Background: an optimization exercise with open tools, aiming at small area, a short achievable clock period and few clock cycles per item. Do not read the settings as production practice.
At most, simulation tests tie the RTL to the original design; equivalence was not proved.
Power figures rest on the tool's default switching activity, not on a simulated workload.

==> tundra <==
Design conv_accel_top, start of the top module:
module conv_accel_top (
    input  logic                       clk,
    input  logic                       rst,
    input  logic                       req_valid_i,
    input  logic [1:0]                 req_op_i,
    input  logic                       req_imm_i,
    input  logic [cnn_pkg::DATA_W-1:0] req_rj_i,
    input  logic [cnn_pkg::DATA_W-1:0] req_rk_i,
    output logic                       req_ready_o,
    output logic                       rsp_valid_o,
    output logic                       mem_valid_o,
    input  logic                       mem_ready_i,
    output logic [cnn_pkg::DATA_W-1:0] mem_addr_o,
    output logic                       mem_read_o,
    output logic [cnn_pkg::DATA_W-1:0] mem_wdata_o,
    input  logic                       mem_rsp_valid_i,
    input  logic [cnn_pkg::DATA_W-1:0] mem_rsp_rdata_i
);
    localparam int DW = cnn_pkg::DATA_W;
    localparam int AW = cnn_pkg::ADDR_W;
    localparam int LW = cnn_pkg::LEN_W;
    localparam int S  = cnn_pkg::WIN_WORDS;
    localparam int PW = cnn_pkg::POS_W;
    localparam int MB = cnn_pkg::MID_BITS;
    logic [AW-1:0]          src_q, dst_q;
    logic [LW-1:0]          n_q;
    logic [1:0]             km1_q;               
    logic [1:0]             kwm1_q;              
    logic [3:0][DW-1:0]     wt_q;
    logic                   idle_q;              
    logic                   busy_q;
    logic                   rsp_q;
    logic [1:0]             keffm1_q;            
    logic [2:0]             wtodo_q;             
    logic [2:0]             wrsp_q;              
    logic [LW-1:0]          rtodo_q;             
    logic [AW-1:0]          rd_addr_q;           
    logic [AW-1:0]          wr_addr_q;           
    logic [AW-1:0]          addr_q;              
    logic [2:0]             used_q;              
    logic                   req_v_q, req_rd_q;   
    logic                   req_lastw_q;         
  ...
export LEC_CHECK = 0
export CAP_MARGIN = 20
export CORE_MARGIN = 2
export CORE_UTILIZATION = 40
export SLEW_MARGIN = 20
create_clock -name core_clock -period 10.0 [get_ports {clk}]
standard.sh (not shown) runs the stock make flow with config.mk's settings and CLKGATE_MAP_FILE= SYNTH_SCRIPT=/design/flow/synth_recipe.tcl, a recipe that flattens the netlist after the stock synthesis.
==> flow/flow/run.sh <==
#!/bin/bash
# Standard layout; ports buffered with a plain buffer, free cell resizing, and
# timing repair aiming past the 10 ns clock's slack.
set -euo pipefail
bash standard.sh SETUP_SLACK_MARGIN=6.6 MATCH_CELL_FOOTPRINT=0 "BUFFER_PORTS_ARGS=-buffer_cell sky130_fd_sc_hd__buf_4" finish > make_finish.log 2>&1
==> cedar: changes against tundra <==
--- a/flow/design.v
+++ b/flow/design.v
@@ -1921,15 +1921,13 @@
             else if (new_rd) addr_q <= rd_addr_d;
         end
     end
     logic [1:0] widx;
     assign widx = km1_q + 2'd1 - wrsp_q[1:0];    
     always_ff @(posedge clk) begin
-        for (int i = 0; i < 4; i++) begin
-            if (rsp_w && widx == 2'(i)) wt_q[i] <= mem_rsp_rdata_i;
-        end
+        if (rsp_w) wt_q[widx] <= mem_rsp_rdata_i;
         if (rsp_d) begin
             win_q[0] <= mem_rsp_rdata_i;
             for (int i = 1; i < S; i++) win_q[i] <= win_q[i-1];
         end
     end
     logic [DW-1:0]   xa_q;
--- a/flow/config.mk
+++ b/flow/config.mk
@@ -5,7 +5,8 @@
 export SDC_FILE = /design/flow/constraint.sdc
 export NUM_CORES = 4
 export LEC_CHECK = 0
 export CAP_MARGIN = 20
 export CORE_MARGIN = 2
 export CORE_UTILIZATION = 40
+export CTS_BUF_LIST = sky130_fd_sc_hd__clkbuf_8
 export SLEW_MARGIN = 20
==> qor summary <==
| item | cedar | tundra |
|---|---|---|
| Tapcells | 1512 | 1414 |
| Number of multi-input logic gates | 2382 | 2107 |
| Pre-CTS worst setup slack | 5360 ps | 5310 ps |
| Netlist area before placement | 45700 um2 | 43800 um2 |
| Area grow syn2layout | 14.8% | 15.0% |
| Outcome | finished clean | finished clean |
| Layout fillers | 10499 | 9737 |
| Final non-clock buffer share | 0.0469 | 0.0410 |
| Switching power of the nets | 4.85 mW | 4.06 mW |
| Multiplexer area fraction after synthesis | 0.0486 | 0.0506 |
| Wire length of the first global-routing pass | 181 mm | 168 mm |
| Layout clock area frac | 0.0578 | 0.0615 |
| Synthesized instance count | 3979 | 3538 |
| Die boundary height | 342 um | 335 um |
| Highest metal layer used by the detailed router | met4 | met5 |
| Clock H-tree levels | 4 | 3 |
| Post-detailed-placement cell area | 48500 um2 | 46700 um2 |
| Peak supply drop | 0.000268 V | 0.000135 V |
| GRT met1 Usage | 0.278 | 0.257 |
Testbench counts of cedar, summed over its fixed seeds: cycles 8,990, items 2,528.
The RTL of tundra was laid out without a check of its function.

========
==> inputs of v11 <==
RTL: one of the versions met above, not the one the previous note started from.
export LEC_CHECK = 0
export CAP_MARGIN = 20
export CORE_MARGIN = 2
export CORE_UTILIZATION = 40
export SLEW_MARGIN = 20
create_clock -name core_clock -period 10.0 [get_ports {clk}]
==> flow/flow/run.sh <==
#!/bin/bash
# Standard layout; ports buffered with a plain buffer, free cell resizing, and
# timing repair aiming past the 10 ns clock's slack.
set -euo pipefail
bash standard.sh SETUP_SLACK_MARGIN=6.8 MATCH_CELL_FOOTPRINT=0 "BUFFER_PORTS_ARGS=-buffer_cell sky130_fd_sc_hd__buf_4" finish > make_finish.log 2>&1
==> v36: changes against v11 <==
--- a/flow/design.v
+++ b/flow/design.v
@@ -1814,51 +1814,28 @@
         end
     end
     logic rd_acc, wr_acc, slot, last_wr;
     logic acc_vacate, res_full_nx, want_rd;
     logic rsp_w, rsp_d;
-    logic [1:0] rd_acc_c, wr_acc_c, slot_c, vac_c, rfn_c, last_wr_c, new_wr_c, new_rd_c;
-    logic       orem_done;
-    assign orem_done = (orem_q == LW'(km1_q));    
-    for (genvar r = 0; r < 2; r++) begin : g_rdy
-        assign rd_acc_c[r]  = req_v_q & req_rd_q & (r == 1);
-        assign wr_acc_c[r]  = req_v_q & ~req_rd_q & (r == 1);
-        assign slot_c[r]    = ~req_v_q | (r == 1);
-        assign vac_c[r]     = acc_full_q & (~res1_full_q | wr_acc_c[r]);
-        assign rfn_c[r]     = res1_full_q | (res_full_q & ~wr_acc_c[r]) | vac_c[r];
-        assign last_wr_c[r] = wr_acc_c[r] & orem_done & (oinf_q == 2'd1);
-        assign new_wr_c[r]  = busy_q & slot_c[r] & ~last_wr_c[r] & rfn_c[r];
-        assign new_rd_c[r]  = busy_q & slot_c[r] & ~last_wr_c[r] & ~rfn_c[r] & want_rd;
-    end
-    assign rd_acc      = mem_ready_i ? rd_acc_c[1]  : rd_acc_c[0];
-    assign wr_acc      = mem_ready_i ? wr_acc_c[1]  : wr_acc_c[0];
-    assign slot        = mem_ready_i ? slot_c[1]    : slot_c[0];
-    assign acc_vacate  = mem_ready_i ? vac_c[1]     : vac_c[0];
-    assign res_full_nx = mem_ready_i ? rfn_c[1]     : rfn_c[0];
-    assign last_wr     = mem_ready_i ? last_wr_c[1] : last_wr_c[0];
+    assign rd_acc = req_v_q & req_rd_q & mem_ready_i;
+    assign wr_acc = req_v_q & ~req_rd_q & mem_ready_i;
+    assign slot   = ~req_v_q | mem_ready_i;
     assign rsp_w  = mem_rsp_valid_i & (wrsp_q != 3'd0);
     assign rsp_d  = mem_rsp_valid_i & (wrsp_q == 3'd0);
     assign mem_valid_o = req_v_q;
     assign mem_read_o  = req_rd_q;
     assign mem_addr_o  = {addr_q, 2'b00};
     assign mem_wdata_o = res_q;
     logic avail, last_tap, mac_fire, free;
     assign avail      = ~pos_q[PW-1];
     assign last_tap   = (tap_q == keffm1_q);
-    assign mac_fire   = busy_q & avail & ~orem_done & ((tap_q != 2'd0) | (oinf_q != 2'd3));
+    assign acc_vacate = acc_full_q & (~res1_full_q | wr_acc);
+    assign mac_fire   = busy_q & avail & (orem_q != LW'(km1_q)) & ((tap_q != 2'd0) | (oinf_q != 2'd3));
     assign free       = mac_fire & (tap_q == 2'd0);
+    assign res_full_nx = res1_full_q | (res_full_q & ~wr_acc) | acc_vacate;
     assign want_rd     = (wtodo_q != 3'd0) | ((rtodo_q != LW'(kdrop)) & (int'(used_q) < S));
-    logic          new_wr, new_rd, new_src_rd;
-    logic [2:0]    used_inc, used_keep, wtodo_m1;
-    logic [LW-1:0] rtodo_m1;
-    assign new_wr     = mem_ready_i ? new_wr_c[1] : new_wr_c[0];
-    assign new_rd     = mem_ready_i ? new_rd_c[1] : new_rd_c[0];
-    assign new_src_rd = new_rd & (wtodo_q == 3'd0);
-    assign used_keep  = free ? used_q - 3'd1 : used_q;    
-    assign used_inc   = free ? used_q : used_q + 3'd1;    
-    assign wtodo_m1   = wtodo_q - 3'd1;
-    assign rtodo_m1   = rtodo_q - LW'(1);
+    assign last_wr     = wr_acc & (orem_q == LW'(km1_q)) & (oinf_q == 2'd1);
     always_ff @(posedge clk) begin
         if (rst) begin
             idle_q      <= 1'b1;
             rsp_q       <= 1'b0;
             req_v_q     <= 1'b0;
@@ -1891,27 +1868,37 @@
                 end
             end else if (busy_q) begin
                 if (last_wr) idle_q <= 1'b1;
                 if (rsp_w) wrsp_q <= wrsp_q - 3'd1;
                 if (slot) begin
-                    req_v_q  <= new_wr | new_rd;
-                    req_rd_q <= ~new_wr;
-                end
-                if (new_rd) begin
-                    req_lastw_q <= (wtodo_q == 3'd1);
-                    if (wtodo_q != 3'd0) wtodo_q <= wtodo_m1;
+                    if (!last_wr && res_full_nx) begin
+                        req_v_q  <= 1'b1;
+                        req_rd_q <= 1'b0;
+                    end else if (!last_wr && want_rd) begin
+                        req_v_q     <= 1'b1;
+                        req_rd_q    <= 1'b1;
+                        req_lastw_q <= (wtodo_q == 3'd1);
+                        if (wtodo_q != 3'd0) wtodo_q <= wtodo_q - 3'd1;
+                        else                 rtodo_q <= rtodo_q - LW'(1);
+                    end else begin
+                        req_v_q <= 1'b0;
+                    end
                 end
-                if (new_src_rd) rtodo_q <= rtodo_m1;
-                used_q <= new_src_rd ? used_inc : used_keep;
+                used_q <= used_q
+                          + ((slot && !last_wr && !res_full_nx && want_rd && wtodo_q == 3'd0) ? 3'd1 : 3'd0)
+                          - (free ? 3'd1 : 3'd0);
             end
         end
     end
     logic [AW-1:0] rd_addr_d, wr_addr_d;
+    logic          new_wr, new_rd;
     logic [AW-1:0] addr_inc;                     
     assign addr_inc  = addr_q + AW'(1);
     assign rd_addr_d = rd_acc ? (req_lastw_q ? src_q : addr_inc) : rd_addr_q;
     assign wr_addr_d = wr_acc ? addr_inc : wr_addr_q;
+    assign new_wr    = busy_q & slot & ~last_wr & res_full_nx;
+    assign new_rd    = busy_q & slot & ~last_wr & ~res_full_nx & want_rd;
     always_ff @(posedge clk) begin
         if (conv_hsk) begin
             wr_addr_q <= dst_q;
             addr_q    <= req_imm_i ? req_rj_i[DW-1:2] : src_q;
         end else begin
@@ -1941,18 +1928,15 @@
     assign mac_as = fb_q ? '0 : acc_s_q;
     assign mac_ac = fb_q ? '0 : acc_c_q;
     mac_stage2 u_mac_stage2 (
         .mid_i(mid_q), .as_i(mac_as), .ac_i(mac_ac), .s_o(tree_s), .c_o(tree_c)
     );
-    logic [PW-1:0] pos_f, pos_f1;
-    logic [1:0]    oinf_f, oinf_f1;
+    logic [PW-1:0] pos_step;
     always_comb begin
-        pos_f = pos_q;
-        if (mac_fire) pos_f = pos_q + (last_tap ? ({{(PW-2){1'b0}}, keffm1_q} + {PW{1'b1}}) : {PW{1'b1}});
-        pos_f1  = pos_f + {{(PW-1){1'b0}}, 1'b1};
-        oinf_f  = oinf_q + (free ? 2'd1 : 2'd0);
-        oinf_f1 = oinf_f - 2'd1;
+        pos_step = '0;
+        if (mac_fire) pos_step = last_tap ? ({{(PW-2){1'b0}}, keffm1_q} + {PW{1'b1}}) : {PW{1'b1}};
+        if (rsp_d)    pos_step = pos_step + {{(PW-1){1'b0}}, 1'b1};
     end
     always_ff @(posedge clk) begin
         if (rst) begin
             acc_full_q <= 1'b0;
             res_full_q <= 1'b0;
@@ -1970,15 +1954,15 @@
                 acc_full_q <= 1'b0;
                 res_full_q <= 1'b0;
                 res1_full_q <= 1'b0;
                 oinf_q     <= '0;
             end else begin
-                pos_q      <= rsp_d ? pos_f1 : pos_f;
+                pos_q      <= pos_q + pos_step;
                 acc_full_q <= (acc_full_q & ~acc_vacate) | (vb_q & lb_q);
                 res_full_q <= res_full_nx;
                 res1_full_q <= (res1_full_q & ~wr_acc) | (acc_vacate & res_full_q & ~(wr_acc & ~res1_full_q));
-                oinf_q     <= wr_acc ? oinf_f1 : oinf_f;
+                oinf_q     <= oinf_q + (free ? 2'd1 : 2'd0) - (wr_acc ? 2'd1 : 2'd0);
                 if (mac_fire) begin
                     tap_q <= last_tap ? 2'd0 : tap_q + 2'd1;
                     if (last_tap) orem_q <= orem_q - LW'(1);
                 end
             end
==> v34: changes against v11 <==
--- a/flow/design.v
+++ b/flow/design.v
@@ -1771,13 +1771,12 @@
     logic                   rsp_q;
     logic [1:0]             keffm1_q;            
     logic [2:0]             wtodo_q;             
     logic [2:0]             wrsp_q;              
     logic [LW-1:0]          rtodo_q;             
-    logic [AW-1:0]          rd_addr_q;           
-    logic [AW-1:0]          wr_addr_q;           
     logic [AW-1:0]          addr_q;              
+    logic [AW-1:0]          alt_q;               
     logic [2:0]             used_q;              
     logic                   req_v_q, req_rd_q;   
     logic                   req_lastw_q;         
     logic [S-1:0][DW-1:0]   win_q;               
     logic [PW-1:0]          pos_q;               
@@ -1890,43 +1889,41 @@
                     used_q      <= 3'd1;
                 end
             end else if (busy_q) begin
                 if (last_wr) idle_q <= 1'b1;
                 if (rsp_w) wrsp_q <= wrsp_q - 3'd1;
-                if (slot) begin
-                    req_v_q  <= new_wr | new_rd;
-                    req_rd_q <= ~new_wr;
-                end
+                if (slot) req_v_q <= new_wr | new_rd;
+                if (new_wr | new_rd) req_rd_q <= new_rd;
                 if (new_rd) begin
                     req_lastw_q <= (wtodo_q == 3'd1);
                     if (wtodo_q != 3'd0) wtodo_q <= wtodo_m1;
                 end
                 if (new_src_rd) rtodo_q <= rtodo_m1;
                 used_q <= new_src_rd ? used_inc : used_keep;
             end
         end
     end
-    logic [AW-1:0] rd_addr_d, wr_addr_d;
-    logic [AW-1:0] addr_inc;                     
-    assign addr_inc  = addr_q + AW'(1);
-    assign rd_addr_d = rd_acc ? (req_lastw_q ? src_q : addr_inc) : rd_addr_q;
-    assign wr_addr_d = wr_acc ? addr_inc : wr_addr_q;
+    logic [AW-1:0] addr_inc, addr_nx;
+    logic          swap;
+    assign addr_inc = addr_q + AW'(1);
+    assign addr_nx  = rd_acc ? (req_lastw_q ? src_q : addr_inc) : (wr_acc ? addr_inc : addr_q);
+    assign swap     = (new_wr & req_rd_q) | (new_rd & ~req_rd_q);
     always_ff @(posedge clk) begin
         if (conv_hsk) begin
-            wr_addr_q <= dst_q;
-            addr_q    <= req_imm_i ? req_rj_i[DW-1:2] : src_q;
+            addr_q <= req_imm_i ? req_rj_i[DW-1:2] : src_q;
+            alt_q  <= dst_q;
         end else begin
-            rd_addr_q <= rd_addr_d;
-            wr_addr_q <= wr_addr_d;
-            if (new_wr)      addr_q <= wr_addr_d;
-            else if (new_rd) addr_q <= rd_addr_d;
+            addr_q <= swap ? alt_q : addr_nx;
+            if (swap) alt_q <= addr_nx;
         end
     end
     logic [1:0] widx;
     assign widx = km1_q + 2'd1 - wrsp_q[1:0];    
     always_ff @(posedge clk) begin
-        if (rsp_w) wt_q[widx] <= mem_rsp_rdata_i;
+        for (int i = 0; i < 4; i++) begin
+            if (rsp_w && widx == 2'(i)) wt_q[i] <= mem_rsp_rdata_i;
+        end
         if (rsp_d) begin
             win_q[0] <= mem_rsp_rdata_i;
             for (int i = 1; i < S; i++) win_q[i] <= win_q[i-1];
         end
     end
==> flow/flow/run.sh (replaced) <==
#!/bin/bash
# Standard layout; ports buffered with a plain buffer, free cell resizing, and
# timing repair aiming past the 10 ns clock's slack.
set -euo pipefail
bash standard.sh SETUP_SLACK_MARGIN=6.6 MATCH_CELL_FOOTPRINT=0 "BUFFER_PORTS_ARGS=-buffer_cell sky130_fd_sc_hd__buf_4" finish > make_finish.log 2>&1
==> comparison <==
- v11 ran to the end with no violations. v36 passed the timing, DRC and antenna checks. v34 ran to the end with no violations.
- Of v11 and v36, v36 has the higher sequential power (gap about 2%, measured against v36).
- Between v34 and v36, the lower cell area is in v34 (gap 11%, measured against v36).
- Sequential share of layout area: v36 < v11 < v34.
- Setup slack: v11 > v34 > v36.
- The lowest maximum frequency belongs to v36, the highest to v11.
- Via count: v36 > v11 > v34.
Testbench counts of v11, summed over its fixed seeds: cycles 8,990, items 2,528.
Testbench counts of v34, summed over its fixed seeds: cycles 8,990, items 2,528.
Only the layout flow was run in v36; the RTL was not checked for function there.

port drivers added, routing unchanged:
In the flow no input, the clock included, has a driving cell. The finished layouts below were timed again as built, in two steps. Step 1 assumes that a clkbuf_16 drives the clock port and a buf_2 every other input. Step 2 times the ports against the registers' clock, not the clock port: input delays grow and output delays shrink by t, the midpoint of the rising clock arrivals with the driver on. a / b / c = ideal ports / drivers / drivers and shift; a / b = the first two.
run	shift t [ns]	slack for setup (ns)	hold WS [ns]	worst setup path after step 2	slew at the worst register clock pin (ns)
tundra	0.726	6.539 / 6.539 / 5.908	0.324 / 0.324 / 0.324	input to register	0.07 / 0.07
cedar	0.895	6.533 / 6.464 / 5.885	0.324 / 0.324 / 0.324	input to register	0.07 / 0.07
v11	0.744	6.683 / 6.614 / 5.996	0.328 / 0.328 / 0.328	input to register	0.07 / 0.07
v36	0.763	6.626 / 6.594 / 5.887	0.325 / 0.325 / 0.325	input to register	0.07 / 0.07
v34	0.728	6.634 / 6.578 / 5.946	0.333 / 0.333 / 0.333	input to register	0.06 / 0.06
After both steps every run listed still meets setup and hold. For v36, which loses most, drivers alone change the setup slack by -0.032 ns; drivers and shift together by -0.739 ns.
